What follows belongs to an exercise in optimizing a design on an open flow for small area and a short achievable clock period; a production flow would make more cautious choices. Where RTL was checked, it was by simulation tests only, not by an equivalence proof against the original. Function not checked in run 1: the RTL went through the layout flow alone. Power is estimated from default activity; no workload was simulated.

===== flow/config.mk =====
export PLATFORM = sky130hd
export DESIGN_NAME = compressor_unit
export DESIGN_NICKNAME = compressor_unit
export VERILOG_FILES = /design/flow/design.v
export SDC_FILE = /design/flow/constraint.sdc
export NUM_CORES = 8
export LEC_CHECK = 0
export CAP_MARGIN = 20
export CORE_MARGIN = 2
export CORE_UTILIZATION = 40
export SLEW_MARGIN = 20
export SYNTH_HIERARCHICAL = 1

===== flow/constraint.sdc =====
create_clock -name core_clock -period 12.0 [get_ports {clock}]
set_input_delay 2.4000 -clock core_clock [delete_from_list [all_inputs] [get_ports {clock}]]
set_output_delay 2.4000 -clock core_clock [all_outputs]
set_load 0.01 [all_outputs]

===== flow/design.v =====
package cc_pkg;
    localparam int LINE_W     = 256;
    localparam int LINE_BYTES = LINE_W / 8;
    typedef logic [LINE_W-1:0] line_t;
    typedef enum logic [3:0] {
        ENC_ZEROS  = 4'd0,
        ENC_REP8   = 4'd1,
        ENC_B8D1   = 4'd2,
        ENC_B4D1   = 4'd3,
        ENC_B8D2   = 4'd4,
        ENC_B2D1   = 4'd5,
        ENC_B4D2   = 4'd6,
        ENC_B8D4   = 4'd7,
        ENC_UNCOMP = 4'd15
    } enc_e;
    localparam int B8D1_X = 8, B8D1_K = 1;
    localparam int B4D1_X = 4, B4D1_K = 1;
    localparam int B8D2_X = 8, B8D2_K = 2;
    localparam int B2D1_X = 2, B2D1_K = 1;
    localparam int B4D2_X = 4, B4D2_K = 2;
    localparam int B8D4_X = 8, B8D4_K = 4;
    localparam int B8D1_BITS = 96;
    localparam int B4D1_BITS = 96;
    localparam int B8D2_BITS = 128;
    localparam int B2D1_BITS = 144;
    localparam int B4D2_BITS = 160;
    localparam int B8D4_BITS = 192;
endpackage
import cc_pkg::*;
module bdi_sub #(
    parameter int N = 32
) (
    input  logic [N-1:0] a,
    input  logic [N-1:0] b,
    output logic [N-1:0] s,
    output logic [N:0]   c,
    output logic [N-1:0] p,
    output logic [N-1:0] g
);
    localparam int LV = $clog2(N);
    logic [LV:0][N-1:0] gg, pp;
    assign p = ~(a ^ b);
    assign g = a & ~b;
    assign gg[0][0] = a[0] | ~b[0];
    assign pp[0][0] = 1'b0;
    for (genvar j = 1; j < N; j++) begin : g_init
        assign gg[0][j] = g[j];
        assign pp[0][j] = p[j];
    end
    for (genvar l = 0; l < LV; l++) begin : g_lvl
        for (genvar j = 0; j < N; j++) begin : g_bit
            if (((j >> l) & 1) == 1) begin : g_cmb
                localparam int K = ((j >> l) << l) - 1;
                assign gg[l+1][j] = gg[l][j] | (pp[l][j] & gg[l][K]);
                assign pp[l+1][j] = pp[l][j] & pp[l][K];
            end else begin : g_pass
                assign gg[l+1][j] = gg[l][j];
                assign pp[l+1][j] = pp[l][j];
            end
        end
    end
    assign c[0] = 1'b1;
    for (genvar j = 0; j < N; j++) begin : g_out
        assign c[j+1] = gg[LV][j];
        assign s[j]   = p[j] ^ c[j];
    end
endmodule
module bdi_same #(
    parameter int L = 7,
    parameter int H = 15
) (
    input  logic [H:L] p,
    input  logic [H:L] g,
    output logic       zall,
    output logic       oall
);
    logic [H-1:L] zt, ot;
    for (genvar j = L; j < H; j++) begin : g_t
        assign zt[j] = ~(p[j+1] ^ (g[j] | p[j]));
        assign ot[j] = p[j+1] ^ g[j];
    end
    assign zall = &zt;
    assign oall = &ot;
endmodule
module bdi_step #(
    parameter int N   = 32,
    parameter bit INC = 1
) (
    input  logic [N-1:0] x,
    input  logic         en,
    output logic [N-1:0] y
);
    localparam int LV = $clog2(N);
    logic [N-1:0] t;
    logic [LV:0][N-1:0] pa;
    assign t = INC ? x : ~x;
    assign pa[0] = t;
    for (genvar l = 0; l < LV; l++) begin : g_lvl
        for (genvar j = 0; j < N; j++) begin : g_bit
            if (((j >> l) & 1) == 1) begin : g_cmb
                assign pa[l+1][j] = pa[l][j] & pa[l][((j >> l) << l) - 1];
            end else begin : g_pass
                assign pa[l+1][j] = pa[l][j];
            end
        end
    end
    assign y[0] = x[0] ^ en;
    for (genvar j = 1; j < N; j++) begin : g_b
        assign y[j] = x[j] ^ (en & pa[LV][j-1]);
    end
endmodule
module bdi_hi_eq #(
    parameter int N = 32
) (
    input  logic [N-1:0] e_hi,
    input  logic [N-1:0] c0,
    input  logic [N-1:0] c1,
    output logic         eq0,
    output logic         eq1
);
    assign eq0 = (e_hi == c0);
    assign eq1 = (e_hi == c1);
endmodule
module bdi_front (
    input  logic [255:0] line,
    output logic [3:0]   enc,
    output logic [8:0]   sel,       
    output logic [95:0]  d8,        
    output logic [63:0]  d4,        
    output logic [63:0]  d2         
);
    logic [63:0] b8;
    logic [31:0] b4;
    logic [15:0] b2;
    assign b8 = line[63:0];
    assign b4 = line[31:0];
    assign b2 = line[15:0];
    logic [31:0] k8_0, k8_1;
    logic [15:0] k4_0, k4_1;
    logic [7:0]  k2_0, k2_1;
    bdi_step #(.N(32), .INC(0)) u_k80 (.x(b8[63:32]), .en(~b8[31]), .y(k8_0));
    bdi_step #(.N(32), .INC(1)) u_k81 (.x(b8[63:32]), .en(b8[31]),  .y(k8_1));
    bdi_step #(.N(16), .INC(0)) u_k40 (.x(b4[31:16]), .en(~b4[15]), .y(k4_0));
    bdi_step #(.N(16), .INC(1)) u_k41 (.x(b4[31:16]), .en(b4[15]),  .y(k4_1));
    bdi_step #(.N(8),  .INC(0)) u_k20 (.x(b2[15:8]),  .en(~b2[7]),  .y(k2_0));
    bdi_step #(.N(8),  .INC(1)) u_k21 (.x(b2[15:8]),  .en(b2[7]),   .y(k2_1));
    logic [3:0]  f8d1, f8d2, f8d4;
    logic [7:0]  f4d1, f4d2;
    logic [15:0] f2d1;
    logic [3:1]  z8;       
    assign f8d1[0] = 1'b1; assign f8d2[0] = 1'b1; assign f8d4[0] = 1'b1;
    assign f4d1[0] = 1'b1; assign f4d2[0] = 1'b1; assign f2d1[0] = 1'b1;
    for (genvar i = 1; i < 4; i++) begin : g8
        logic [63:0] e;
        logic [31:0] s, p, g;
        logic [32:0] c;
        logic        brw, hi, s7, s15, eq0, eq1, z7, o7, z15, o15;
        assign e = line[64*i +: 64];
        bdi_sub #(.N(32)) u_sub (.a(e[31:0]), .b(b8[31:0]), .s(s), .c(c), .p(p), .g(g));
        assign brw = ~((e[31] & b8[31]) | ((e[31] ^ b8[31]) & c[31]));
        bdi_hi_eq #(.N(32)) u_hi (.e_hi(e[63:32]), .c0(k8_0), .c1(k8_1), .eq0(eq0), .eq1(eq1));
        assign hi = brw ? eq1 : eq0;
        bdi_same #(.L(15), .H(31)) u_s15 (.p(p[31:15]), .g(g[31:15]), .zall(z15), .oall(o15));
        bdi_same #(.L(7),  .H(15)) u_s7  (.p(p[15:7]),  .g(g[15:7]),  .zall(z7),  .oall(o7));
        assign s15 = (c[15] ~^ p[15]) ? z15 : o15;
        assign s7  = (c[7] ~^ p[7]) ? z7 : o7;
        assign f8d4[i] = hi;
        assign f8d2[i] = hi & s15;
        assign f8d1[i] = hi & s15 & s7;
        assign f4d2[2*i] = s15;
        assign f4d1[2*i] = s15 & s7;
        assign f2d1[4*i] = s7;
        assign z8[i] = hi & (&p);
        assign d8[32*(i-1) +: 32] = s;
    end
    for (genvar i = 1; i < 8; i += 2) begin : g4
        logic [31:0] e;
        logic [15:0] s, p, g;
        logic [16:0] c;
        logic        brw, hi, s7, eq0, eq1, z7, o7;
        assign e = line[32*i +: 32];
        bdi_sub #(.N(16)) u_sub (.a(e[15:0]), .b(b4[15:0]), .s(s), .c(c), .p(p), .g(g));
        assign brw = ~((e[15] & b4[15]) | ((e[15] ^ b4[15]) & c[15]));
        bdi_hi_eq #(.N(16)) u_hi (.e_hi(e[31:16]), .c0(k4_0), .c1(k4_1), .eq0(eq0), .eq1(eq1));
        assign hi = brw ? eq1 : eq0;
        bdi_same #(.L(7), .H(15)) u_s7 (.p(p[15:7]), .g(g[15:7]), .zall(z7), .oall(o7));
        assign s7 = (c[7] ~^ p[7]) ? z7 : o7;
        assign f4d2[i] = hi;
        assign f4d1[i] = hi & s7;
        assign f2d1[2*i] = s7;
        assign d4[16*(i-1)/2 +: 16] = s;
    end
    for (genvar i = 1; i < 16; i += 2) begin : g2
        logic [15:0] e;
        logic [7:0]  s, p, g;
        logic [8:0]  c;
        logic        brw, eq0, eq1;
        assign e = line[16*i +: 16];
        bdi_sub #(.N(8)) u_sub (.a(e[7:0]), .b(b2[7:0]), .s(s), .c(c), .p(p), .g(g));
        assign brw = ~((e[7] & b2[7]) | ((e[7] ^ b2[7]) & c[7]));
        bdi_hi_eq #(.N(8)) u_hi (.e_hi(e[15:8]), .c0(k2_0), .c1(k2_1), .eq0(eq0), .eq1(eq1));
        assign f2d1[i] = brw ? eq1 : eq0;
        assign d2[8*(i-1)/2 +: 8] = s;
    end
    logic fit8d1, fit8d2, fit8d4, fit4d1, fit4d2, fit2d1, is_rep8, is_zero;
    assign fit8d1  = &f8d1;
    assign fit8d2  = &f8d2;
    assign fit8d4  = &f8d4;
    assign fit4d1  = &f4d1;
    assign fit4d2  = &f4d2;
    assign fit2d1  = &f2d1;
    assign is_rep8 = &z8;
    assign is_zero = is_rep8 & ~(|b8);
    logic s_rep8, s_8d1, s_4d1, s_8d2, s_2d1, s_4d2, s_8d4, s_unc;
    assign s_rep8 = is_rep8 & ~is_zero;
    assign s_8d1  = fit8d1 & ~is_rep8;
    assign s_4d1  = fit4d1 & ~fit8d1;
    assign s_8d2  = fit8d2 & ~fit8d1 & ~fit4d1;
    assign s_2d1  = fit2d1 & ~fit8d2 & ~fit4d1;
    assign s_4d2  = fit4d2 & ~fit4d1 & ~fit8d2 & ~fit2d1;
    assign s_8d4  = fit8d4 & ~fit4d2 & ~fit8d2 & ~fit2d1;
    assign s_unc  = ~fit8d4 & ~fit4d2 & ~fit2d1;
    assign enc[0] = s_rep8 | s_4d1 | s_2d1 | s_8d4 | s_unc;
    assign enc[1] = s_8d1 | s_4d1 | s_4d2 | s_8d4 | s_unc;
    assign enc[2] = s_8d2 | s_2d1 | s_4d2 | s_8d4 | s_unc;
    assign enc[3] = s_unc;
    assign sel = {s_2d1, s_4d1, s_4d2, s_8d1, s_8d2, s_8d4,
                  s_unc,
                  ~(s_4d1 | s_4d2 | s_2d1),
                  ~s_2d1};
endmodule
module bdi_payload (
    input  logic [255:0] line,
    input  logic [8:0]   sel,
    input  logic [95:0]  d8,
    input  logic [63:0]  d4,
    input  logic [63:0]  d2,
    output logic [255:0] payload
);
    logic s_8d4, s_8d2, s_8d1, s_4d2, s_4d1, s_2d1, k_hi, k_mid, k_lo;
    assign {s_2d1, s_4d1, s_4d2, s_8d1, s_8d2, s_8d4, k_hi, k_mid, k_lo} = sel;
    logic [3:0][31:0]  e8;
    logic [7:0][15:0]  e4;
    logic [15:0][7:0]  e2;
    assign e8[0] = '0;
    for (genvar i = 1; i < 4; i++) begin : g8
        assign e8[i] = d8[32*(i-1) +: 32];
    end
    assign e4[0] = '0;
    for (genvar i = 1; i < 8; i++) begin : g4
        if (i % 2 == 1) begin : g_odd
            assign e4[i] = d4[16*(i-1)/2 +: 16];
        end else begin : g_even
            assign e4[i] = e8[i/2][15:0];
        end
    end
    assign e2[0] = '0;
    for (genvar i = 1; i < 16; i++) begin : g2
        if (i % 2 == 1) begin : g_odd
            assign e2[i] = d2[8*(i-1)/2 +: 8];
        end else begin : g_even
            assign e2[i] = e4[i/2][7:0];
        end
    end
    logic [255:0] p8d1, p8d2, p8d4, p4d1, p4d2, p2d1;
    always_comb begin
        p8d1 = '0; p8d2 = '0; p8d4 = '0; p4d1 = '0; p4d2 = '0; p2d1 = '0;
        for (int i = 0; i < 4; i++) begin
            p8d1[64 + 8*i  +: 8]  = e8[i][7:0];
            p8d2[64 + 16*i +: 16] = e8[i][15:0];
            p8d4[64 + 32*i +: 32] = e8[i];
        end
        for (int i = 0; i < 8; i++) begin
            p4d1[32 + 8*i  +: 8]  = e4[i][7:0];
            p4d2[32 + 16*i +: 16] = e4[i];
        end
        for (int i = 0; i < 16; i++) begin
            p2d1[16 + 8*i +: 8] = e2[i];
        end
    end
    for (genvar j = 0; j < 256; j++) begin : g_bit
        logic keep;
        if (j < 16) begin : g_a
            assign keep = 1'b1;
        end else if (j < 32) begin : g_b
            assign keep = k_lo;
        end else if (j < 64) begin : g_c
            assign keep = k_mid;
        end else begin : g_d
            assign keep = k_hi;
        end
        assign payload[j] = (keep & line[j])
                          | (s_8d1 & p8d1[j]) | (s_8d2 & p8d2[j]) | (s_8d4 & p8d4[j])
                          | (s_4d1 & p4d1[j]) | (s_4d2 & p4d2[j]) | (s_2d1 & p2d1[j]);
    end
endmodule
import cc_pkg::*;
module compressor_unit
(
    input  logic              clock,
    input  logic              reset_n,
    input  logic [LINE_W-1:0] UnCompressedCache,
    output logic [LINE_W-1:0] CompressedCache,
    output logic [3:0]        Encoding,
    output logic [LINE_W-1:0] DeCompressedCache
);
    logic [3:0]    w_enc;
    logic [8:0]    w_sel;
    logic [95:0]   w_d8;
    logic [63:0]   w_d4;
    logic [63:0]   w_d2;
    cc_pkg::line_t r_line;
    logic [3:0]    r_enc;
    logic [8:0]    r_sel;
    logic [95:0]   r_d8;
    logic [63:0]   r_d4;
    logic [63:0]   r_d2;
    cc_pkg::line_t r_decomp;
    bdi_front u_front (
        .line (UnCompressedCache),
        .enc  (w_enc),
        .sel  (w_sel),
        .d8   (w_d8),
        .d4   (w_d4),
        .d2   (w_d2)
    );
    always_ff @(posedge clock or negedge reset_n) begin
        if (!reset_n) begin
            r_line   <= '0;
            r_enc    <= 4'd0;
            r_sel    <= '0;
            r_decomp <= '0;
        end else begin
            r_line   <= UnCompressedCache;
            r_enc    <= w_enc;
            r_sel    <= w_sel;
            r_decomp <= r_line;
        end
    end
    always_ff @(posedge clock) begin
        r_d8 <= w_d8;
        r_d4 <= w_d4;
        r_d2 <= w_d2;
    end
    bdi_payload u_payload (
        .line    (r_line),
        .sel     (r_sel),
        .d8      (r_d8),
        .d4      (r_d4),
        .d2      (r_d2),
        .payload (CompressedCache)
    );
    assign Encoding          = r_enc;
    assign DeCompressedCache = r_decomp;
endmodule

===== flow/flow/run.sh =====
#!/bin/bash
# Layout flow: the standard synthesis and ORFS layout, with two changes to
# how the layout is made:
#  - ports are buffered with buf_2 instead of the delay cell buffer_ports picks;
#  - timing repair may change a cell's footprint and aims for a setup margin,
#    so the design is pushed below the clock period it must meet.
# Each step's full output goes to its own log in this folder (and ORFS keeps
# its per-stage logs under orfs/logs).
set -euo pipefail
MARGIN=${MARGIN:-7.5}
bash standard.sh synth > log_synth.txt 2>&1
export BUFFER_PORTS_ARGS="-buffer_cell sky130_fd_sc_hd__buf_2"
for step in floorplan place cts route finish; do
  bash standard.sh MATCH_CELL_FOOTPRINT=0 SETUP_SLACK_MARGIN=$MARGIN $step > log_$step.txt 2>&1
done
test -s out/final.def

===== flow/standard.sh =====
#!/bin/bash
# synth_recipe.tcl (not shown) runs the flow's synth.tcl, then flattens the netlist and writes it again
# the make line also repeats each setting of config.mk as NAME=value (left out here)
make -C /OpenROAD-flow-scripts/flow DESIGN_CONFIG=/design/flow/config.mk WORK_HOME=/design/flow/orfs CLKGATE_MAP_FILE= SYNTH_SCRIPT=/design/flow/synth_recipe.tcl "${@:-finish}"

==> results.json, run 1 <==
{
  "finalCritPeriodShare": 0.4500,
  "syn-cell-area_mm2": 0.04203,
  "syn_to_final_growth_pct": 35.31,
  "cp-end-kind": "flop",
  "grt_max_degree": 154,
  "peakVddDrop_mv": 0.1167,
  "grt_pass1_wl_um": 295400,
  "clock_skew_ps": 16.00,
  "holdPathStages": 0,
  "vias": 39200,
  "fin_crit_ps": 5400,
  "slew_headroom": 0.3349,
  "drc_errors": 0,
  "yosysWarningCount": 8,
  "status": "complete, no violations",
  "io-pin-count": 774,
  "clkSlewWorstSetupHoldPaths_ps": 60,
  "cp-start-kind": "primary input",
  "fmax_mhz": 185.2,
  "rsz0062_at_grt": "true",
  "cts_buffers": 83,
  "drv_slew": 0,
  "ctsRootBufferMaster": "clkbuf_16",
  "final_util": 0.5471,
  "setup_viol": 0,
  "row_count": 118,
  "first_global_vias": 37270,
  "clk_latency_ps": 690,
  "fp.dieW_um": 328.1,
  "drtPass1Iterations": 7,
  "fin_tns_setup_ps": 0,
  "overflow": 0,
  "die_y_um": 328.1,
  "port_buffers": 773,
  "drive_gt1_frac": 0.3351,
  "detail_route.wl_per_cell_um": 33.91,
  "gp_congestion": 1.021,
  "n_fill_cell": 9077,
  "worst_pin_slew_ps": 997.7,
  "min-delay-path-class": "reg2reg",
  "vias_per_cell": 6.044,
  "crit_required_ps": 12600,
  "drtAntennaViolNets": 0,
  "clockBufferDepth": 3,
  "dp_hpwl_um": 149700,
  "fin_area_mm2": 0.05687,
  "finalHoldViolCount": 0,
  "cts.sinks": 749,
  "rr_worst_depth": 0,
  "p_per_area_mw_per_mm2": 130.5,
  "max_cap_viol_count": 0,
  "start_util": 0.4043,
  "grt_usage": 0.3942,
  "p_leak_uw": 0.02619,
  "cts_hold_buffers": 0,
  "cp_data_arrival_time_ps": 6000,
  "routed_wl_um": 219900,
  "drt_iter0_drc": 6167,
  "synth_fp_nets": 4530,
  "dieArea_mm2": 0.1077,
  "layout.nets": 5573,
  "avgSynthCellArea_um2": 10.55,
  "coreArea_mm2": 0.1039,
  "tritoncts": "built",
  "cts_max_level": 3,
  "cp_max_fo": 4,
  "critical_path_class": "in2reg",
  "grt_antenna_before_repair": 26,
  "placed_area_mm2": 0.04745,
  "synth_cells": 3984
}
cell type report:
class / count / area, um2 / area share
tap: 1380 / 1727 / 0.03036
antenna: 8 / 20.02 / 0.0003520
inverter: 404 / 1546 / 0.02720
clock buffer: 108 / 2354 / 0.04139
sequential: 749 / 17640 / 0.3103
multi-input combinational: 2724 / 24030 / 0.4226
clock inverter: 47 / 568.0 / 0.009989
timing repair buffer: 1065 / 8974 / 0.1578
worst paths after layout:
path / slack [ps] / to / from
setup / recovery: 6600 / r_enc[0] / UnCompressedCache[33]
hold / removal: 360 / r_decomp[23] / r_line[23]
setup reg to reg: 11290 / r_decomp[120] / r_line[120]
hold reg to reg: 360 / r_decomp[23] / r_line[23]
max in group asynchronous: 8250 / r_decomp[73] / reset_n
min in group asynchronous: 1720 / r_line[18] / reset_n
repair_timing:
item	in CTS	in global routing
endpoints found under the setup margin	287	228
gates cloned	54	6
gates resized for setup	697	161
buffers inserted	141	54
pin swaps	207	108
endpoints found under the hold margin	0	0
per-layer routing:
metal	up-vias	wire length, um	track usage
met5	-	168	0
met4	24	15410	0.2268
met3	733	26050	0.1072
met2	2883	95460	0.5945
met1	19370	82790	0.5088
li1	16190	-	-
cells in the final DEF (no fill, tap or decap), drive strengths merged, types with 27 or more instances in the layout:
cell type and count:
nand3 54, dfxtp 224, buf 1024, nor3 72, a222oi 64, xor2 450, nand4 167, xnor2 357
o21a 52, nor2 113, dfrtp 525, inv 415, clkbuf 149, nor4 117, a22o 48, o21ai 99
o211ai 35, fa 55, nand2 166, and2 82, ha 233, clkinv 27, a21oi 83, a22oi 132
a21o 78, o22ai 27
registers in the layout, indices dropped and copies added, names as in the netlist:
signal / count
r_d8: 96
r_sel: 9
r_enc: 4
r_d2: 64
r_d4: 64
r_decomp: 256
r_line: 256
metrics by stage:
step / instances / hold slack [ps] / total power (uW) / setup WS [ps]
2_1_floorplan: 3984 / 346.1 / 3758 / 6437
3_3_place_gp: 6065 / 347.9 / 4519 / 4925
3_5_place_dp: 6066 / 352.9 / 4527 / 4788
4_1_cts: 6416 / 364.1 / 7349 / 6776
5_1_grt: 6478 / 373.7 / 7638 / 6624
6_report: 6485 / 360.7 / 7419 / 6600
power breakdown:
| part | switching [uW] | total, uW | internal, uW |
|---|---|---|---|
| combinational | 1040 | 1690 | 647 |
| clock | 1150 | 2710 | 1560 |
| sequential | 253 | 3020 | 2760 |
| total | 2450 | 7420 | 4970 |
critical path, cell delays in order:
cell and delay, ps:
buf_12 110, nor4b_4 360, buf_4 200, nand3b_1 180, nor3_1 310, xor2_2 390, xor2_1 120, nor4_1 430
nand4_1 330, nor2_4 260, mux2i_4 100, nor3_4 240, or4b_1 470, o211ai_1 110
==> inputs of run 2 (changes only) <==
--- a/flow/design.v
+++ b/flow/design.v
@@ -37,7 +37,7 @@
     output logic [N-1:0] p,
     output logic [N-1:0] g
 );
-    localparam int LV = $clog2(N);
+    localparam int LV = (N <= 2) ? 1 : (N <= 4) ? 2 : (N <= 8) ? 3 : (N <= 16) ? 4 : (N <= 32) ? 5 : 6;
     logic [LV:0][N-1:0] gg, pp;
     assign p = ~(a ^ b);
     assign g = a & ~b;
@@ -90,7 +90,7 @@
     input  logic         en,
     output logic [N-1:0] y
 );
-    localparam int LV = $clog2(N);
+    localparam int LV = (N <= 2) ? 1 : (N <= 4) ? 2 : (N <= 8) ? 3 : (N <= 16) ? 4 : (N <= 32) ? 5 : 6;
     logic [N-1:0] t;
     logic [LV:0][N-1:0] pa;
     assign t = INC ? x : ~x;
==> results.json, run 2 <==
{
  "routed_wl_um": 219900,
  "clockBufferDepth": 3,
  "grt_antenna_before_repair": 26,
  "dieArea_mm2": 0.1077,
  "grt_max_degree": 154,
  "io-pin-count": 774,
  "p_leak_uw": 0.02619,
  "cts_hold_buffers": 0,
  "rr_worst_depth": 0,
  "layout.nets": 5573,
  "synth_fp_nets": 4530,
  "final_common_cell": "buf_2",
  "drtPass1Iterations": 7,
  "p_per_area_mw_per_mm2": 130.5,
  "n_fill_cell": 9077,
  "top_regs": "r_decomp: 256 flops, r_line: 256 flops, r_d8: 96 flops",
  "first_global_vias": 37270,
  "drt_iter0_drc": 6167,
  "cts_max_level": 3,
  "drc_errors": 0,
  "worst_pin_slew_ps": 997.7,
  "port_buffers": 773,
  "synth_cells": 3984,
  "cts.sinks": 749,
  "peakVddDrop_mv": 0.1167,
  "gp_congestion": 1.021,
  "cp-end-kind": "flop",
  "cp_max_fo": 4,
  "final_cell_mix": "633 x buf_2, 518 x dfrtp_1, 436 x xor2_1, 392 x inv_1, 338 x xnor2_1",
  "overflow": 0,
  "detail_route.wl_per_cell_um": 33.91,
  "grt_usage": 0.3942,
  "clkSlewWorstSetupHoldPaths_ps": 60,
  "cp_data_arrival_time_ps": 6000,
  "crit_required_ps": 12600,
  "drtAntennaViolNets": 0,
  "setup_viol": 0,
  "hold_path_end": "r_decomp[23]",
  "dp_hpwl_um": 149700,
  "fmax_mhz": 185.2,
  "tritoncts": "built",
  "critical_path_class": "in2reg",
  "avgSynthCellArea_um2": 10.55,
  "max_cap_viol_count": 0,
  "fp.dieW_um": 328.1,
  "finalHoldViolCount": 0,
  "status": "complete, no violations",
  "timing.hold.ws_ps": 360.7,
  "min_from": "r_line[23]",
  "die_y_um": 328.1,
  "vias_per_cell": 6.044,
  "cp-start-kind": "primary input",
  "slew_headroom": 0.3349,
  "min-delay-path-class": "reg2reg",
  "r2r_end": "r_decomp[120]",
  "cts_buffers": 83,
  "r2r-start": "r_line[120]",
  "crit_start": "UnCompressedCache[33]",
  "clk_latency_ps": 690,
  "drive_gt1_frac": 0.3351,
  "coreArea_mm2": 0.1039,
  "start_util": 0.4043,
  "row_count": 118,
  "finalCritPeriodShare": 0.4500,
  "grt_pass1_wl_um": 295400,
  "yosysWarningCount": 8,
  "vias": 39200,
  "r2r_slack_ps": 11290,
  "syn_to_final_growth_pct": 35.31,
  "fin_tns_setup_ps": 0,
  "ctsRootBufferMaster": "clkbuf_16",
  "fin_crit_ps": 5400,
  "holdPathStages": 0,
  "clock_skew_ps": 16.00,
  "syn-cell-area_mm2": 0.04203,
  "drv_slew": 0,
  "rsz0062_at_grt": "true"
}
run 2: cell counts in the layout (fill, tap and decap cells not counted):
Identical to the previous run, type by type.
run 2: worst max-delay path, stage by stage:
cell and delay (ps):
buf_12 110, nor4b_4 360, buf_4 200, nand3b_1 180
nor3_1 310, xor2_2 390, xor2_1 120, nor4_1 430
nand4_1 330, nor2_4 260, mux2i_4 100, nor3_4 240
or4b_1 470, o211ai_1 110
run 2: layer usage:
layer  share of wire  global-route usage  up-vias
met1            0.38              0.5088    19370
met4           0.070              0.2268       24
li1                -                   -    16190
met3            0.12              0.1072      733
met2            0.43              0.5945     2883
met5         0.00076                   0        -
run 2: how the worst max path moves through the flow:
stage | to
after floorplan | r_enc[0]
after global placement | r_enc[0]
after detailed placement | r_enc[0]
after CTS | r_enc[0]
after global routing | r_enc[0]
final | r_enc[0]
run 2: area by class of cell:
cell class | count | area, um2 | share of cell area
multi-input combinational | 2724 | 24030 | 0.4226
sequential | 749 | 17640 | 0.3103
timing repair buffer | 1065 | 8974 | 0.1578
clock buffer | 108 | 2354 | 0.04139
tap | 1380 | 1727 | 0.03036
inverter | 404 | 1546 | 0.02720
clock inverter | 47 | 568.0 | 0.009989
antenna | 8 | 20.02 | 0.0003520
run 2: timing repair:
action	4_1_cts	5_1_grt
setup buffers	141	54
pin swaps	207	108
endpoints found under the setup margin	287	228
cloned	54	6
resized for setup	697	161
run 2: power by group:
group,switching (uW),internal [uW]
Clock,1150,1560
Sequential,253,2760
Combinational,1040,647
Total,2450,4970
run 2: stage by stage:
stage | std cells | instance area, um2 | total power, uW | worst slack (ps) | utilization
after floorplan | 3984 | 42150 | 3758 | 6437 | -
after global placement | 6065 | 47410 | 4519 | 4925 | 0.4562
after detailed placement | 6066 | 47450 | 4527 | 4788 | 0.4565
after CTS | 6416 | 55510 | 7349 | 6776 | 0.5341
after global routing | 6478 | 56850 | 7638 | 6624 | 0.5469
final | 6485 | 56870 | 7419 | 6600 | 0.5471
==> inputs of run 3 (changes only) <==
--- a/flow/config.mk
+++ b/flow/config.mk
@@ -8,5 +8,8 @@
 export CAP_MARGIN = 20
 export CORE_MARGIN = 2
 export CORE_UTILIZATION = 40
+export CTS_BUF_LIST = sky130_fd_sc_hd__clkbuf_8 sky130_fd_sc_hd__clkbuf_16
+export CTS_CLUSTER_DIAMETER = 60
+export CTS_CLUSTER_SIZE = 20
 export SLEW_MARGIN = 20
 export SYNTH_HIERARCHICAL = 1
==> results.json, run 3 <==
{
  "status": "complete, no violations",
  "grt_usage": 0.3912,
  "syn_to_final_growth_pct": 34.25,
  "slew_headroom": 0.2948,
  "vias": 38950,
  "clk_latency_ps": 680,
  "fin_crit_ps": 5426,
  "port_buffers": 773,
  "place_inst": 6066,
  "grt_antenna_before_repair": 26,
  "p_total_uw": 7145,
  "yosysWarningCount": 8,
  "avgSynthCellArea_um2": 10.55,
  "final_common_cell": "buf_2",
  "rsz0062_at_grt": "true",
  "clock_skew_ps": 32.35,
  "routed_wl_um": 218300,
  "fp.dieW_um": 328.1,
  "cp-start-kind": "primary input",
  "p_per_area_mw_per_mm2": 126.6,
  "start_util": 0.4043,
  "gp_congestion": 1.021,
  "final_cell_mix": "632 x buf_2, 518 x dfrtp_1, 436 x xor2_1, 398 x inv_1, 337 x xnor2_1",
  "cp-end-kind": "flop",
  "grt_pass1_wl_um": 293000,
  "fin_tns_setup_ps": 0,
  "io-pin-count": 774,
  "min-delay-path-class": "reg2reg",
  "cts_buffers": 70,
  "drt_iter0_drc": 6133,
  "finalHoldViolCount": 0,
  "drc_errors": 0,
  "cp_data_arrival_time_ps": 6010,
  "cp_max_fo": 13,
  "synth_cells": 3984,
  "drtAntennaViolNets": 0,
  "critical_path_class": "in2reg",
  "coreArea_mm2": 0.1039,
  "crit_required_ps": 12580,
  "clkSlewWorstSetupHoldPaths_ps": 80,
  "vias_per_cell": 6.033,
  "layout.nets": 5558,
  "overflow": 0,
  "tritoncts": "built",
  "cts_max_level": 3,
  "setup_ws_ps": 6574,
  "final_cells": 6456,
  "worst_pin_slew_ps": 1048,
  "clockBufferDepth": 3,
  "top_regs": "r_decomp: 256 flops, r_line: 256 flops, r_d8: 96 flops",
  "pre_cts_ws_ps": 4788,
  "peakVddDrop_mv": 0.1127,
  "cts.sinks": 749,
  "fmax_mhz": 184.3,
  "p_leak_uw": 0.02595,
  "detail_route.wl_per_cell_um": 33.82,
  "drive_gt1_frac": 0.3336,
  "max_cap_viol_count": 0,
  "ctsRootBufferMaster": "clkbuf_16",
  "finalCritPeriodShare": 0.4522,
  "row_count": 118,
  "dieArea_mm2": 0.1077,
  "first_global_vias": 37080,
  "die_y_um": 328.1,
  "setup_viol": 0,
  "drv_slew": 0,
  "dp_hpwl_um": 149700,
  "synth_fp_nets": 4530,
  "syn-cell-area_mm2": 0.04203,
  "drtPass1Iterations": 8,
  "grt_max_degree": 154
}
==> run 3: changes by cell type in the layout (fill, tap and decap cells not counted), sizes merged <==
cell and delta:
buf +2, diode -1, bufinv -6, clkbuf -37
clkinv -4, inv +17
==> run 3: path summary, 6_finish.rpt <==
| kind | from | end | slack, ps | cells past startpoint |
|---|---|---|---|---|
| min in group asynchronous | reset_n | r_line[18] | 1740 | 1 |
| max in group asynchronous | reset_n | r_decomp[0] | 8240 | 4 |
| setup / recovery | UnCompressedCache[29] | r_enc[0] | 6570 | 8 |
| hold reg to reg | r_line[165] | r_decomp[165] | 370 | 0 |
| setup reg to reg | r_line[174] | r_decomp[174] | 11260 | 0 |
| hold / removal | r_line[165] | r_decomp[165] | 370 | 0 |
==> run 3: where the power goes <==
group	leakage, uW	internal (uW)	switching [uW]
sequential	0.00799	2760	251
clock	0.00125	1230	1210
combinational	0.0167	650	1040
==> run 3: final cells by class <==
cell class	instances	area (um2)
fill	9144	47520
multi-input combinational	2724	24090
sequential	749	17640
timing repair buffer	1063	8872
clock buffer	75	1843
tap	1380	1727
inverter	404	1551
clock inverter	54	681.9
antenna	7	17.52
==> run 3: through the flow <==
stage,hold slack [ps],area [um2],utilization
3_3_place_gp,347.9,47410,0.4562
3_5_place_dp,352.9,47450,0.4565
2_1_floorplan,346.1,42150,-
4_1_cts,361.1,55010,0.5292
6_report,365.5,56420,0.5429
5_1_grt,368.1,56410,0.5427
==> run 3: critical path, cell delays in order <==
cell      delay (ps)
buf_2            480
inv_1            100
ha_1             690
nand4_1          250
nor4_1           940
nand4_1          380
or4b_4           630
o211ai_1         100
==> run 3: layer usage <==
layer  wire length, um  global-route usage
met1             83220              0.5047
met2             94860              0.5899
met3             24760              0.1048
met4             15400              0.2282
met5               123                   0
==> run 3: what timing repair did <==
item / CTS / global route
buffers inserted: 139 / 57
endpoints found under the setup margin: 289 / 223
hold buffers: 0 / 0
pin swaps: 206 / 111
gates cloned: 54 / 3
resized for setup: 692 / 183
==> inputs of run 4 (changes only) <==
--- a/flow/design.v
+++ b/flow/design.v
@@ -123,8 +123,7 @@
 endmodule
 module bdi_front (
     input  logic [255:0] line,
-    output logic [3:0]   enc,
-    output logic [8:0]   sel,       
+    output logic [7:0]   fit,       
     output logic [95:0]  d8,        
     output logic [63:0]  d4,        
     output logic [63:0]  d2         
@@ -211,6 +210,15 @@
     assign fit2d1  = &f2d1;
     assign is_rep8 = &z8;
     assign is_zero = is_rep8 & ~(|b8);
+    assign fit = {is_zero, is_rep8, fit8d1, fit4d1, fit8d2, fit2d1, fit4d2, fit8d4};
+endmodule
+module bdi_decide (
+    input  logic [7:0] fit,
+    output logic [3:0] enc,
+    output logic [8:0] sel        
+);
+    logic is_zero, is_rep8, fit8d1, fit4d1, fit8d2, fit2d1, fit4d2, fit8d4;
+    assign {is_zero, is_rep8, fit8d1, fit4d1, fit8d2, fit2d1, fit4d2, fit8d4} = fit;
     logic s_rep8, s_8d1, s_4d1, s_8d2, s_2d1, s_4d2, s_8d4, s_unc;
     assign s_rep8 = is_rep8 & ~is_zero;
     assign s_8d1  = fit8d1 & ~is_rep8;
@@ -304,22 +312,21 @@
     output logic [3:0]        Encoding,
     output logic [LINE_W-1:0] DeCompressedCache
 );
+    logic [7:0]    w_fit;
     logic [3:0]    w_enc;
     logic [8:0]    w_sel;
     logic [95:0]   w_d8;
     logic [63:0]   w_d4;
     logic [63:0]   w_d2;
     cc_pkg::line_t r_line;
-    logic [3:0]    r_enc;
-    logic [8:0]    r_sel;
+    logic [7:0]    r_fit;
     logic [95:0]   r_d8;
     logic [63:0]   r_d4;
     logic [63:0]   r_d2;
     cc_pkg::line_t r_decomp;
     bdi_front u_front (
         .line (UnCompressedCache),
-        .enc  (w_enc),
-        .sel  (w_sel),
+        .fit  (w_fit),
         .d8   (w_d8),
         .d4   (w_d4),
         .d2   (w_d2)
@@ -327,13 +334,11 @@
     always_ff @(posedge clock or negedge reset_n) begin
         if (!reset_n) begin
             r_line   <= '0;
-            r_enc    <= 4'd0;
-            r_sel    <= '0;
+            r_fit    <= '1;      
             r_decomp <= '0;
         end else begin
             r_line   <= UnCompressedCache;
-            r_enc    <= w_enc;
-            r_sel    <= w_sel;
+            r_fit    <= w_fit;
             r_decomp <= r_line;
         end
     end
@@ -342,14 +347,19 @@
         r_d4 <= w_d4;
         r_d2 <= w_d2;
     end
+    bdi_decide u_decide (
+        .fit (r_fit),
+        .enc (w_enc),
+        .sel (w_sel)
+    );
     bdi_payload u_payload (
         .line    (r_line),
-        .sel     (r_sel),
+        .sel     (w_sel),
         .d8      (r_d8),
         .d4      (r_d4),
         .d2      (r_d2),
         .payload (CompressedCache)
     );
-    assign Encoding          = r_enc;
+    assign Encoding          = w_enc;
     assign DeCompressedCache = r_decomp;
 endmodule
--- a/flow/config.mk
+++ b/flow/config.mk
@@ -8,8 +8,5 @@
 export CAP_MARGIN = 20
 export CORE_MARGIN = 2
 export CORE_UTILIZATION = 40
-export CTS_BUF_LIST = sky130_fd_sc_hd__clkbuf_8 sky130_fd_sc_hd__clkbuf_16
-export CTS_CLUSTER_DIAMETER = 60
-export CTS_CLUSTER_SIZE = 20
 export SLEW_MARGIN = 20
 export SYNTH_HIERARCHICAL = 1
==> results.json, run 4 <==
{
  "status": "complete, no violations",
  "drt_iter0_drc": 5750,
  "fmax_mhz": 188.6,
  "die_y_um": 327.8,
  "crit_chain": "buf_6 > inv_1 > ha_1 > xor2_1 > o41ai_1 > nand3_1 > nor4_2 > mux2i_1 > or3_1 > nor4_2",
  "fin_area_mm2": 0.05738,
  "cp-end-kind": "flop",
  "final_common_cell": "buf_2",
  "synth_fp_nets": 4533,
  "synth_cells": 3987,
  "min-delay-path-class": "reg2reg",
  "rr_worst_depth": 0,
  "finalHoldViolCount": 0,
  "cp_common_cell": "nor4_2",
  "cp_max_fo": 12,
  "coreArea_mm2": 0.1038,
  "holdPathStages": 0,
  "avgSynthCellArea_um2": 10.52,
  "fin_tns_setup_ps": 0,
  "crit_required_ps": 12600,
  "drv_slew": 0,
  "syn-cell-area_mm2": 0.04193,
  "p_leak_uw": 0.02637,
  "cp_slowest_cell": "nor4_2",
  "grt_max_degree": 146,
  "final_cells": 6514,
  "fp.dieW_um": 327.8,
  "final_util": 0.5528,
  "clockBufferDepth": 3,
  "drtPass1Iterations": 10,
  "detail_route.wl_per_cell_um": 35.32,
  "top_regs": "r_decomp: 256 flops, r_line: 256 flops, r_d8: 96 flops",
  "gp_congestion": 1.020,
  "peakVddDrop_mv": 0.1265,
  "layout.nets": 5594,
  "start_util": 0.4040,
  "p_per_area_mw_per_mm2": 130.9,
  "syn_to_final_growth_pct": 36.83,
  "final_cell_mix": "600 x buf_2, 512 x dfrtp_1, 434 x xor2_1, 393 x inv_1, 330 x xnor2_1",
  "placed_area_mm2": 0.04751,
  "cp_data_arrival_time_ps": 5900,
  "clk_latency_ps": 710,
  "cts_buffers": 84,
  "first_global_vias": 37190,
  "overflow": 0,
  "routed_wl_um": 230100,
  "setup_viol": 0,
  "drive_gt1_frac": 0.3422,
  "drc_errors": 0,
  "clock_skew_ps": 57.18,
  "vias_per_cell": 6.091,
  "worst_pin_slew_ps": 951.0,
  "grt_usage": 0.4100,
  "cts_max_level": 3,
  "max_cap_viol_count": 0,
  "ctsRootBufferMaster": "clkbuf_16",
  "vias": 39680,
  "r2r_slack_ps": 11150,
  "finalCritPeriodShare": 0.4418,
  "place_inst": 6074,
  "dieArea_mm2": 0.1074,
  "clkSlewWorstSetupHoldPaths_ps": 70,
  "grt_pass1_wl_um": 304000,
  "dp_hpwl_um": 157100,
  "io-pin-count": 774,
  "slowest_delay_ps": 670,
  "grt_antenna_before_repair": 47,
  "yosysWarningCount": 8,
  "port_buffers": 773,
  "fin_crit_ps": 5302,
  "row_count": 118,
  "drtAntennaViolNets": 0,
  "cp-start-kind": "primary input",
  "slew_headroom": 0.3614,
  "critical_path_class": "in2reg",
  "cts.sinks": 744,
  "rsz0062_at_grt": "true",
  "tritoncts": "built"
}
## run 4: path summary, 6_finish.rpt
path	start	end
setup / recovery	UnCompressedCache[18]	r_fit[4]
hold / removal	r_line[173]	r_decomp[173]
setup reg to reg	r_line[32]	r_decomp[32]
hold reg to reg	r_line[173]	r_decomp[173]
max in group asynchronous	reset_n	r_line[224]
min in group asynchronous	reset_n	r_decomp[3]
## run 4: power breakdown
group	total [uW]	switching, uW	internal, uW
Sequential	3020	275	2750
Combinational	1730	1070	665
Clock	2760	1160	1600
## run 4: cell type report
type	instances	area (um2)
clock inverter	39	524.3
multi-input combinational	2724	24210
inverter	408	1589
fill	8966	46420
clock buffer	119	2417
sequential	744	17510
antenna	14	35.03
timing repair buffer	1081	9274
tap	1380	1727
timing repair inverter	5	95.09
## run 4: what timing repair did
action,CTS,global route
pin swaps,215,135
endpoints found under the setup margin,283,257
cloned,64,16
hold buffers,0,0
setup buffers,126,62
gates resized for setup,583,323
## run 4: metal layers
layer	track usage	up-vias	wire [um]
met3	0.1214	795	28180
met2	0.6077	3043	96790
met4	0.2455	36	17680
li1	-	16210	-
met5	0	-	232
met1	0.5279	19590	87190
## run 4: worst max-delay path: cells and delay by family
family / cells / cell delay [ps]
AND/OR/NAND/NOR: 4 / 1770
buffers and inverters: 2 / 380
AO/OA/AOI/OAI: 1 / 320
adder cells (fa/ha/maj): 1 / 530
XOR/XNOR: 1 / 160
multiplexers: 1 / 290
## run 4: per-stage QoR
stage | worst slack (ps) | hold WS [ps] | total power (uW)
floorplan | 6486 | 346.1 | 3742
global placement | 5366 | 348.6 | 4542
detailed placement | 5283 | 354.0 | 4545
CTS | 6864 | 338.7 | 7383
global route | 6768 | 351.0 | 7700
finish | 6698 | 340.0 | 7510
==> inputs of run 5 (changes only) <==
--- a/flow/config.mk
+++ b/flow/config.mk
@@ -8,5 +8,8 @@
 export CAP_MARGIN = 20
 export CORE_MARGIN = 2
 export CORE_UTILIZATION = 40
+export CTS_BUF_LIST = sky130_fd_sc_hd__clkbuf_8 sky130_fd_sc_hd__clkbuf_16
+export CTS_CLUSTER_DIAMETER = 60
+export CTS_CLUSTER_SIZE = 20
 export SLEW_MARGIN = 20
 export SYNTH_HIERARCHICAL = 1
==> results.json, run 5 <==
{
  "critical_path_class": "reg2out",
  "layout.nets": 5591,
  "fp.dieW_um": 327.8,
  "start_util": 0.4040,
  "tritoncts": "built",
  "drc_errors": 0,
  "final_cell_mix": "656 x buf_2, 512 x dfrtp_1, 435 x xor2_1, 396 x inv_1, 332 x xnor2_1",
  "gp_congestion": 1.020,
  "crit_required_ps": 9600,
  "cp_max_fo": 5,
  "grt_usage": 0.4111,
  "cp_slowest_cell": "dfstp_2",
  "routed_wl_um": 229500,
  "cts.sinks": 744,
  "cts_max_level": 3,
  "vias": 39680,
  "fmax_mhz": 187.4,
  "top_regs": "r_decomp: 256 flops, r_line: 256 flops, r_d8: 96 flops",
  "p_total_uw": 7310,
  "p_per_area_mw_per_mm2": 129.0,
  "peakVddDrop_mv": 0.1340,
  "clkSlewWorstSetupHoldPaths_ps": 80,
  "dieArea_mm2": 0.1074,
  "cts_buffers": 75,
  "status": "complete, no violations",
  "io-pin-count": 774,
  "ctsRootBufferMaster": "clkbuf_16",
  "detail_route.wl_per_cell_um": 35.27,
  "grt_pass1_wl_um": 304000,
  "drtPass1Iterations": 9,
  "finalHoldViolCount": 0,
  "timing.hold.ws_ps": 364.0,
  "p_leak_uw": 0.02610,
  "drv_slew": 0,
  "grt_antenna_before_repair": 50,
  "drive_gt1_frac": 0.3371,
  "crit_chain": "or3b_4 > clkinv_16 > buf_16 > buf_4 > a222oi_1 > nand2_1 > buf_2",
  "yosysWarningCount": 8,
  "fin_tns_setup_ps": 0,
  "synth_fp_nets": 4533,
  "drtAntennaViolNets": 0,
  "die_y_um": 327.8,
  "rsz0062_at_grt": "true",
  "max_cap_viol_count": 0,
  "vias_per_cell": 6.098,
  "drt_iter0_drc": 5773,
  "final_cells": 6506,
  "overflow": 0,
  "min-delay-path-class": "reg2reg",
  "cp-start-kind": "flop",
  "clk_latency_ps": 700,
  "final_common_cell": "buf_2",
  "syn-cell-area_mm2": 0.04193,
  "cp_data_arrival_time_ps": 2940,
  "grt_max_degree": 146,
  "clock_skew_ps": 29.19,
  "slowest_delay_ps": 610,
  "port_buffers": 773,
  "coreArea_mm2": 0.1038,
  "fin_crit_ps": 5336,
  "place_inst": 6074,
  "cp_top_family": "flip-flops",
  "syn_to_final_growth_pct": 35.15,
  "first_global_vias": 36880,
  "row_count": 118,
  "slew_headroom": 0.3648,
  "avgSynthCellArea_um2": 10.52,
  "dp_hpwl_um": 157100,
  "clockBufferDepth": 3,
  "cp_num_buf_inv": 4,
  "finalCritPeriodShare": 0.4447,
  "cp-end-kind": "primary output",
  "synth_cells": 3987,
  "worst_pin_slew_ps": 946.0,
  "setup_viol": 0
}
## run 5: cell types whose count changed in the layout (fill, tap and decap cells not counted), sizes merged
cell,previous run,this run
clkbuf,170,133
clkinv,22,35
bufinv,8,1
clkinvlp,8,3
diode,14,18
inv,414,434
o31a,4,3
buf,1030,1035
## run 5: final timing paths
path	to	start	cells after the start	slack, ps
max	CompressedCache[103]	r_fit[3]	7	6660
min	r_decomp[195]	r_line[195]	0	360
max reg2reg	r_decomp[32]	r_line[32]	0	11170
min reg2reg	r_decomp[195]	r_line[195]	0	360
max in group asynchronous	r_decomp[229]	reset_n	3	8120
min in group asynchronous	r_decomp[6]	reset_n	1	1710
## run 5: layout make-up
cell class | count | area (um2)
Multi-Input combinational cell | 2723 | 24020
Timing Repair inverter | 4 | 78.83
Inverter | 408 | 1594
Antenna cell | 18 | 45.04
Fill cell | 9052 | 47120
Timing Repair Buffer | 1089 | 8952
Tap cell | 1380 | 1727
Sequential cell | 744 | 17510
Clock inverter | 61 | 779.5
Clock buffer | 79 | 1966
## run 5: what timing repair did
item / in CTS / in global routing
gates cloned: 67 / 14
setup buffers: 126 / 67
hold buffers: 0 / 0
gates resized for setup: 519 / 263
pin swaps: 176 / 120
setup endpoints to repair: 284 / 254
## run 5: stage by stage
step	setup slack, ps	util	cell area (um2)
floorplan	6486	-	42180
global placement	5366	0.4574	47480
detailed placement	5283	0.4577	47510
CTS	6845	0.5269	54690
global route	6685	0.5458	56650
finish	6664	0.5460	56670
## run 5: power breakdown
| part | internal (uW) | leakage [uW] | switching [uW] |
|---|---|---|---|
| combinational | 644 | 0.0168 | 1060 |
| clock | 1320 | 0.00133 | 1270 |
| sequential | 2740 | 0.00794 | 273 |
| total | 4700 | 0.0261 | 2610 |
## run 5: per-layer routing
layer  routed length [um]  share of wire  vias to the layer above  global-route usage
met5                  172        0.00075                        -                   0
met4                17760          0.077                       28              0.2617
met3                28170           0.12                      779              0.1155
met2                95980           0.42                     3063              0.6010
met1                87360           0.38                    19570              0.5346
li1                     -              -                    16240                   -
==> inputs of run 6 (changes only) <==
--- a/flow/flow/run.sh
+++ b/flow/flow/run.sh
@@ -7,7 +7,7 @@
 # Each step's full output goes to its own log in this folder (and ORFS keeps
 # its per-stage logs under orfs/logs).
 set -euo pipefail
-MARGIN=${MARGIN:-7.5}
+MARGIN=${MARGIN:-6.5}
 bash standard.sh synth > log_synth.txt 2>&1
 export BUFFER_PORTS_ARGS="-buffer_cell sky130_fd_sc_hd__buf_2"
 for step in floorplan place cts route finish; do
==> results.json, run 6 <==
{
  "critical_path_class": "reg2out",
  "coreArea_mm2": 0.1038,
  "r2r_end": "r_decomp[122]",
  "drt_iter0_drc": 4458,
  "placed_area_mm2": 0.04723,
  "cts_buffers": 68,
  "final_cell_mix": "757 x buf_2, 512 x dfrtp_1, 440 x xor2_1, 412 x inv_1, 352 x xnor2_1",
  "top_usage_layer": "met2",
  "fin_tns_setup_ps": 0,
  "clock_skew_ps": 28.95,
  "place_inst": 6064,
  "holdPathStages": 0,
  "met3_usage": 0.07319,
  "vias_per_cell": 5.855,
  "io-pin-count": 774,
  "row_count": 118,
  "use_met2": 0.5471,
  "layout.nets": 5326,
  "fp.dieW_um": 327.8,
  "switching_share": 0.3443,
  "p_switching_uw": 2344,
  "fmax_mhz": 179.8,
  "synth_cells": 3987,
  "grt_usage": 0.3521,
  "cp-end-kind": "primary output",
  "setup_viol": 0,
  "fin_area_mm2": 0.05027,
  "use_met1": 0.4673,
  "min_from": "r_line[250]",
  "p_per_area_mw_per_mm2": 135.4,
  "final_common_cell": "buf_2",
  "drtAntennaViolNets": 0,
  "clk_latency_ps": 680,
  "port_buffers": 773,
  "cts.sinks": 744,
  "hold_path_end": "r_decomp[250]",
  "cp_data_arrival_time_ps": 3160,
  "drtPass1Iterations": 10,
  "routed_wl_um": 194400,
  "finalCritPeriodShare": 0.4634,
  "synth_fp_nets": 4533,
  "yosysWarningCount": 8,
  "cp_max_fo": 40,
  "ctsRootBufferMaster": "clkbuf_16",
  "overflow": 0,
  "dp_hpwl_um": 146600,
  "tritoncts": "built",
  "drv_slew": 0,
  "r2r-start": "r_line[122]",
  "vias": 36440,
  "p_leak_uw": 0.02340,
  "status": "complete, no violations",
  "final_cells": 6223,
  "clkSlewWorstSetupHoldPaths_ps": 70,
  "power_frac_seq": 0.436,
  "grt_max_degree": 141,
  "first_global_vias": 35040,
  "detail_route.wl_per_cell_um": 31.24,
  "crit_required_ps": 9600,
  "fin_crit_ps": 5561,
  "clockBufferDepth": 3,
  "max_cap_viol_count": 0,
  "syn-cell-area_mm2": 0.04193,
  "cp-start-kind": "flop",
  "die_y_um": 327.8,
  "top_regs": "r_decomp: 256 flops, r_line: 256 flops, r_d8: 96 flops",
  "rsz0062_at_grt": "true",
  "r2r_slack_ps": 11320,
  "grt_antenna_before_repair": 18,
  "finalHoldViolCount": 0,
  "syn_to_final_growth_pct": 19.89,
  "drc_errors": 0,
  "min-delay-path-class": "reg2reg",
  "avgSynthCellArea_um2": 10.52,
  "power.internal_uw": 4465,
  "grt_pass1_wl_um": 266400,
  "worst_pin_slew_ps": 1227,
  "comb_power_share": 0.227,
  "cts_max_level": 3,
  "final_util": 0.4844,
  "clkPwrFrac": 0.337,
  "start_util": 0.4040,
  "drive_gt1_frac": 0.2428,
  "peakVddDrop_mv": 0.09971,
  "dieArea_mm2": 0.1074,
  "rr_worst_depth": 0,
  "slew_headroom": 0.1818,
  "gp_congestion": 1.009,
  "n_fill_cell": 9899
}
run 6: worst max-delay path by stage:
stage | cells after the start | startpoint | end
6_report | 6 | r_fit[2] | CompressedCache[110]
5_1_grt | 14 | UnCompressedCache[31] | r_fit[5]
4_1_cts | 14 | UnCompressedCache[22] | r_fit[7]
3_5_place_dp | 14 | UnCompressedCache[1] | r_fit[7]
3_3_place_gp | 14 | UnCompressedCache[1] | r_fit[6]
2_1_floorplan | 13 | UnCompressedCache[16] | r_fit[4]
run 6: layout make-up:
class / count / area [um2] / area share
timing repair buffer: 837 / 4604 / 0.09159
sequential: 744 / 17510 / 0.3482
clock buffer: 71 / 1765 / 0.03512
inverter: 408 / 1544 / 0.03071
tap: 1380 / 1727 / 0.03435
antenna: 8 / 20.02 / 0.0003982
multi-input combinational: 2721 / 22530 / 0.4482
clock inverter: 54 / 573.1 / 0.01140
run 6: stage by stage:
step                      total power [uW]  setup slack [ps]  hold slack, ps
after floorplan                       3737              6482           346.1
after global placement                4490              5233           348.9
after detailed placement              4499              5146           352.1
after CTS                             6790              6437           353.2
after global routing                  7038              6454           352.4
final                                 6809              6439           349.1
run 6: layer usage:
layer	share of wire	vias up	wire (um)
met2	0.45	2157	86840
met5	0.00010	-	20
li1	-	15640	-
met1	0.40	18210	77700
met3	0.099	427	19230
met4	0.055	2	10620
run 6: power by group through the flow:
stage,Clock [uW],Combinational [uW],Sequential (uW)
2_1_floorplan,0,842,2900
3_3_place_gp,0,1490,3000
3_5_place_dp,0,1500,3000
4_1_cts,2330,1510,2950
5_1_grt,2420,1640,2970
6_report,2300,1540,2970
run 6: what timing repair did:
action,in CTS,in global routing
pin swaps,5,16
hold endpoints to repair,0,0
gates cloned,2,2
resized for setup,59,54
buffers inserted,4,18
setup endpoints to repair,166,23
hold buffers,0,0
run 6: worst max-delay path: stages (launching register included):
cell,delay (ps)
dfstp_2,630
nor4b_4,70
bufbuf_16,340
buf_8,230
o21ai_0,570
nand2_1,350
buf_2,240
==> inputs of run 7 (changes only) <==
--- a/flow/flow/run.sh
+++ b/flow/flow/run.sh
@@ -7,7 +7,7 @@
 # Each step's full output goes to its own log in this folder (and ORFS keeps
 # its per-stage logs under orfs/logs).
 set -euo pipefail
-MARGIN=${MARGIN:-6.5}
+MARGIN=${MARGIN:-7.0}
 bash standard.sh synth > log_synth.txt 2>&1
 export BUFFER_PORTS_ARGS="-buffer_cell sky130_fd_sc_hd__buf_2"
 for step in floorplan place cts route finish; do
==> results.json, run 7 <==
{
  "status": "complete, no violations",
  "fin_tns_setup_ps": 0,
  "p_leak_uw": 0.02495,
  "dieArea_mm2": 0.1074,
  "cp_data_arrival_time_ps": 2840,
  "coreArea_mm2": 0.1038,
  "first_global_vias": 36020,
  "grt_max_degree": 159,
  "clk_latency_ps": 700,
  "cp_num_buf_inv": 7,
  "seqCellArea_mm2": 0.01751,
  "die_y_um": 327.8,
  "row_count": 118,
  "cts_max_level": 3,
  "cp-end-kind": "primary output",
  "slew_headroom": 0.1923,
  "synth_cells": 3987,
  "avgSynthCellArea_um2": 10.52,
  "grt_antenna_before_repair": 27,
  "clock_skew_ps": 28.91,
  "drt_iter0_drc": 5669,
  "layout.nets": 5480,
  "drc_errors": 0,
  "dr_wl_met2_um": 90210,
  "r2r-start": "r_line[108]",
  "power.internal_uw": 4570,
  "worst_pin_slew_ps": 1207,
  "cp_common_cell": "clkbuf_16",
  "power_frac_seq": 0.427,
  "detail_route.wl_per_cell_um": 32.74,
  "final_cells": 6378,
  "clkSlewWorstSetupHoldPaths_ps": 80,
  "drtAntennaViolNets": 0,
  "clockBufferDepth": 3,
  "highest_layer": "met5",
  "yosysWarningCount": 8,
  "gp_congestion": 0.9902,
  "p_switching_uw": 2420,
  "port_buffers": 773,
  "peakVddDrop_mv": 0.1077,
  "finalHoldViolCount": 0,
  "top_regs": "r_decomp: 256 flops, r_line: 256 flops, r_d8: 96 flops",
  "dp_hpwl_um": 145300,
  "io-pin-count": 774,
  "cp-start-kind": "flop",
  "clkPwrFrac": 0.340,
  "crit_chain": "buf_6 > or3b_4 > clkinv_8 > buf_16 > buf_12 > clkbuf_16 > clkbuf_16 > a222oi_1 > nand2_1 > buf_2",
  "crit_required_ps": 9600,
  "final_common_cell": "buf_2",
  "routed_wl_um": 208800,
  "comb_power_share": 0.233,
  "start_util": 0.4040,
  "max_cap_viol_count": 0,
  "place_inst": 6057,
  "cp_slowest_cell": "dfstp_2",
  "drive_gt1_frac": 0.3043,
  "multi_input_area_mm2": 0.02356,
  "cts_buffers": 68,
  "synth_fp_nets": 4533,
  "ctsRootBufferMaster": "clkbuf_16",
  "drv_slew": 0,
  "syn-cell-area_mm2": 0.04193,
  "critical_path_class": "reg2out",
  "syn_to_final_growth_pct": 29.03,
  "fmax_mhz": 190.7,
  "final_cell_mix": "682 x buf_2, 512 x dfrtp_1, 435 x xor2_1, 398 x inv_1, 328 x xnor2_1",
  "min-delay-path-class": "reg2reg",
  "overflow": 0,
  "fp.dieW_um": 327.8,
  "rsz0062_at_grt": "true",
  "grt_pass1_wl_um": 280200,
  "finalCritPeriodShare": 0.4371,
  "vias_per_cell": 5.995,
  "crit_start": "r_fit[2]",
  "fin_crit_ps": 5245,
  "tritoncts": "built",
  "drtPass1Iterations": 7,
  "grt_usage": 0.3728,
  "final_util": 0.5213,
  "cts_hold_buffers": 0,
  "wl_met1_um": 79000,
  "n_fill_cell": 9396,
  "min_from": "r_line[217]",
  "routed-wl-met3_um": 25150,
  "vias": 38240,
  "cp_top_family": "buffers and inverters",
  "cp_max_fo": 6,
  "slowest_delay_ps": 570,
  "setup_viol": 0,
  "p_per_area_mw_per_mm2": 129.2,
  "switching_share": 0.3462,
  "cts.sinks": 744
}
-- run 7: routing by layer --
metal / global-route usage / vias up
li1: - / 15990
met1: 0.4800 / 18930
met2: 0.5604 / 2674
met3: 0.1069 / 634
met4: 0.2122 / 10
met5: 0 / -
-- run 7: worst paths after layout --
check	to	slack (ps)	depth (start not counted)
min in group asynchronous	r_decomp[244]	1730	1
worst max register to register	r_decomp[108]	11260	0
worst min-delay path	r_decomp[217]	360	0
max in group asynchronous	r_line[94]	8180	3
worst min register to register	r_decomp[217]	360	0
worst max-delay path	CompressedCache[99]	6760	10
-- run 7: repair_timing --
item	in CTS	in global routing
gates cloned	38	8
buffers inserted	89	52
pin swaps	95	135
endpoints found under the setup margin	208	182
resized for setup	346	210
-- run 7: power groups by stage --
stage,logic (uW),registers [uW],clock network (uW)
2_1_floorplan,845,2900,0
3_3_place_gp,1480,3000,0
3_5_place_dp,1490,3000,0
4_1_cts,1550,2960,2410
5_1_grt,1720,2990,2510
6_report,1630,2990,2370
-- run 7: stage by stage --
stage	hold WS (ps)	instance area [um2]	setup slack [ps]	power [uW]
2_1_floorplan	346.1	42100	6486	3740
3_3_place_gp	349.0	47280	5629	4484
3_5_place_dp	351.1	47290	5596	4491
4_1_cts	357.5	52520	6764	6914
5_1_grt	364.1	54090	6689	7210
6_report	359.2	54100	6755	6990
-- run 7: layout make-up --
type | instances | area share
diodes | 9 | 0.0004163
clock buffers | 73 | 0.03335
clock inverters | 52 | 0.01214
inverters | 408 | 0.02891
multi-input cells | 2721 | 0.4355
flip-flops and latches | 744 | 0.3236
well taps | 1380 | 0.03191
repair buffers | 991 | 0.1342
==> inputs of run 8 (changes only) <==
--- a/flow/flow/run.sh
+++ b/flow/flow/run.sh
@@ -7,7 +7,7 @@
 # Each step's full output goes to its own log in this folder (and ORFS keeps
 # its per-stage logs under orfs/logs).
 set -euo pipefail
-MARGIN=${MARGIN:-7.0}
+MARGIN=${MARGIN:-5.5}
 bash standard.sh synth > log_synth.txt 2>&1
 export BUFFER_PORTS_ARGS="-buffer_cell sky130_fd_sc_hd__buf_2"
 for step in floorplan place cts route finish; do
==> results.json, run 8 <==
{
  "synth_cells": 3987,
  "final_cell_mix": "770 x buf_2, 512 x dfrtp_1, 447 x xor2_1, 408 x inv_1, 355 x xnor2_1",
  "cts_max_level": 3,
  "grt_usage": 0.3470,
  "r2r-start": "r_line[105]",
  "p_switching_uw": 2372,
  "highest_layer": "met5",
  "wl_met1_um": 77520,
  "cp_slowest_cell": "or3b_2",
  "fin_crit_ps": 6380,
  "slew_headroom": 0.1909,
  "grt_max_degree": 192,
  "cts_hold_buffers": 0,
  "drtAntennaViolNets": 0,
  "clock_skew_ps": 21.44,
  "top_regs": "r_decomp: 256 flops, r_line: 256 flops, r_d8: 96 flops",
  "detail_route.wl_per_cell_um": 30.80,
  "synth_fp_nets": 4533,
  "coreArea_mm2": 0.1038,
  "cp_max_fo": 93,
  "min-delay-path-class": "reg2reg",
  "yosysWarningCount": 8,
  "dieArea_mm2": 0.1074,
  "drc_errors": 0,
  "min_from": "r_line[222]",
  "routed-wl-met3_um": 19150,
  "setup_viol": 0,
  "syn_to_final_growth_pct": 18.77,
  "first_global_vias": 34620,
  "cp-end-kind": "primary output",
  "fmax_mhz": 156.7,
  "finalCritPeriodShare": 0.5316,
  "grt_antenna_before_repair": 29,
  "dr_wl_met2_um": 84130,
  "status": "complete, no violations",
  "crit_start": "r_fit[2]",
  "avgSynthCellArea_um2": 10.52,
  "ctsRootBufferMaster": "clkbuf_16",
  "r2r_slack_ps": 11270,
  "n_fill_cell": 9751,
  "worst_pin_slew_ps": 1209,
  "multi_input_area_mm2": 0.02224,
  "clk_latency_ps": 670,
  "io-pin-count": 774,
  "placed_area_mm2": 0.04717,
  "cts_buffers": 71,
  "drtPass1Iterations": 9,
  "slowest_delay_ps": 720,
  "p_leak_uw": 0.02324,
  "grt_pass1_wl_um": 263600,
  "fp.dieW_um": 327.8,
  "row_count": 118,
  "layout.nets": 5300,
  "r2r_end": "r_decomp[105]",
  "power.internal_uw": 4627,
  "comb_power_share": 0.217,
  "p_per_area_mw_per_mm2": 140.5,
  "drive_gt1_frac": 0.2312,
  "finalHoldViolCount": 0,
  "switching_share": 0.3389,
  "routed_wl_um": 190800,
  "clockBufferDepth": 3,
  "fin_tns_setup_ps": 0,
  "drt_iter0_drc": 4932,
  "clkPwrFrac": 0.358,
  "rsz0062_at_grt": "false",
  "port_buffers": 773,
  "cp-start-kind": "flop",
  "peakVddDrop_mv": 0.1099,
  "crit_required_ps": 9600,
  "crit_end": "CompressedCache[49]",
  "clkSlewWorstSetupHoldPaths_ps": 80,
  "final_common_cell": "buf_2",
  "rr_worst_depth": 0,
  "power_frac_seq": 0.424,
  "cp_data_arrival_time_ps": 3980,
  "vias_per_cell": 5.874,
  "crit_chain": "or3b_2 > inv_4 > buf_6 > o21ai_0 > nand2_1 > buf_2",
  "cts.sinks": 744,
  "gp_congestion": 1.008,
  "fin_area_mm2": 0.04980,
  "max_cap_viol_count": 0,
  "overflow": 0,
  "tritoncts": "built",
  "dp_hpwl_um": 145600,
  "syn-cell-area_mm2": 0.04193,
  "critical_path_class": "reg2out",
  "start_util": 0.4040,
  "vias": 36400,
  "drv_slew": 0,
  "seqCellArea_mm2": 0.01751,
  "die_y_um": 327.8
}
-- run 8: worst max-delay path, delay by kind of cell, from the launching register on --
family / cells / cell delay [ps]
compound gates: 1 / 380
buf+inv: 3 / 1270
flops: 1 / 610
simple gates: 2 / 920
-- run 8: worst min-delay path by stage --
stage / end / slack, ps / cells past startpoint
6_report: r_decomp[222] / 350 / 0
5_1_grt: r_decomp[18] / 360 / 0
4_1_cts: r_decomp[222] / 350 / 0
3_5_place_dp: r_decomp[235] / 350 / 0
3_3_place_gp: r_decomp[221] / 350 / 0
2_1_floorplan: r_decomp[16] / 350 / 0
-- run 8: per-layer routing --
layer  up-vias  global-route usage
li1      15590                   -
met1     18140              0.4682
met2      2198              0.5330
met3       463             0.07452
met4        14              0.1590
met5         -                   0
-- run 8: timing repair --
action | in CTS | in global routing
gates resized for setup | 2 | 2
pin swaps | 2 | 0
setup buffers | 0 | 0
setup endpoints to repair | 10 | 2
-- run 8: area by class of cell --
| type | instances | area share |
|---|---|---|
| multi-input cells | 2720 | 0.4466 |
| flip-flops and latches | 744 | 0.3515 |
| repair buffers | 809 | 0.08399 |
| clock buffers | 75 | 0.03723 |
| well taps | 1380 | 0.03467 |
| inverters | 408 | 0.03080 |
| clock inverters | 54 | 0.01490 |
| diodes | 6 | 0.0003015 |
-- run 8: stage by stage --
stage / hold slack (ps) / total power (uW) / cells / utilization / worst slack, ps
2_1_floorplan: 346.1 / 3737 / 3987 / - / 6317
3_3_place_gp: 348.7 / 4484 / 6061 / 0.4543 / 4924
3_5_place_dp: 352.3 / 4492 / 6061 / 0.4544 / 4875
4_1_cts: 350.3 / 6997 / 6190 / 0.4795 / 5579
5_1_grt: 359.8 / 7233 / 6191 / 0.4797 / 5535
6_report: 345.0 / 6999 / 6196 / 0.4798 / 5620
-- run 8: power by group through the flow --
stage	Sequential [uW]	Clock, uW	Combinational [uW]
after global routing	2980	2640	1620
after CTS	2960	2540	1500
after detailed placement	3010	0	1490
after floorplan	2900	0	842
after global placement	3000	0	1480
final	2970	2510	1520

==> separate check: timing with driven ports <==
The results above use ideal ports. As a check the final layouts listed here were re-extracted and re-timed, cells and wires unchanged. Step 1 (the two cells are an assumption about what drives the block):
set clk [get_ports {clock}]
set_driving_cell -lib_cell sky130_fd_sc_hd__clkbuf_16 $clk
set_driving_cell -lib_cell sky130_fd_sc_hd__buf_2 [delete_from_list [all_inputs] $clk]
Step 2 times the ports against the registers' clock, not the clock port: input delays grow and output delays shrink by t, the midpoint of the rising clock arrivals with the driver on. a / b / c = ideal / step 1 / step 2; a / b = the first two.
run | t, ns | slack for setup (ns) | worst setup path after step 2 | worst register clock-pin slew, ns | worst slew at a driven data input, ns
run 1 | 0.754 | 6.600 / 6.625 / 5.871 | input to register | 0.07 / 0.07 | 0.14
run 2 | 0.754 | 6.600 / 6.625 / 5.871 | input to register | 0.07 / 0.07 | 0.14
run 3 | 0.747 | 6.574 / 6.613 / 5.866 | input to register | 0.09 / 0.09 | 0.14
run 4 | 0.760 | 6.698 / 6.687 / 5.973 | input to register | 0.07 / 0.07 | 0.16
run 5 | 0.758 | 6.664 / 6.583 / 5.923 | input to register | 0.09 / 0.09 | 0.17
run 6 | 0.724 | 6.439 / 6.370 / 5.861 | input to register | 0.09 / 0.09 | 0.12
run 7 | 0.730 | 6.755 / 6.686 / 6.149 | input to register | 0.08 / 0.08 | 0.16
run 8 | 0.732 | 5.620 / 5.545 / 5.029 | input to register | 0.08 / 0.08 | 0.10
After both steps setup and hold are still met in every run listed. The setup slack of run 5, which loses most, moves by -0.081 ns with the drivers and by -0.741 ns with both steps.
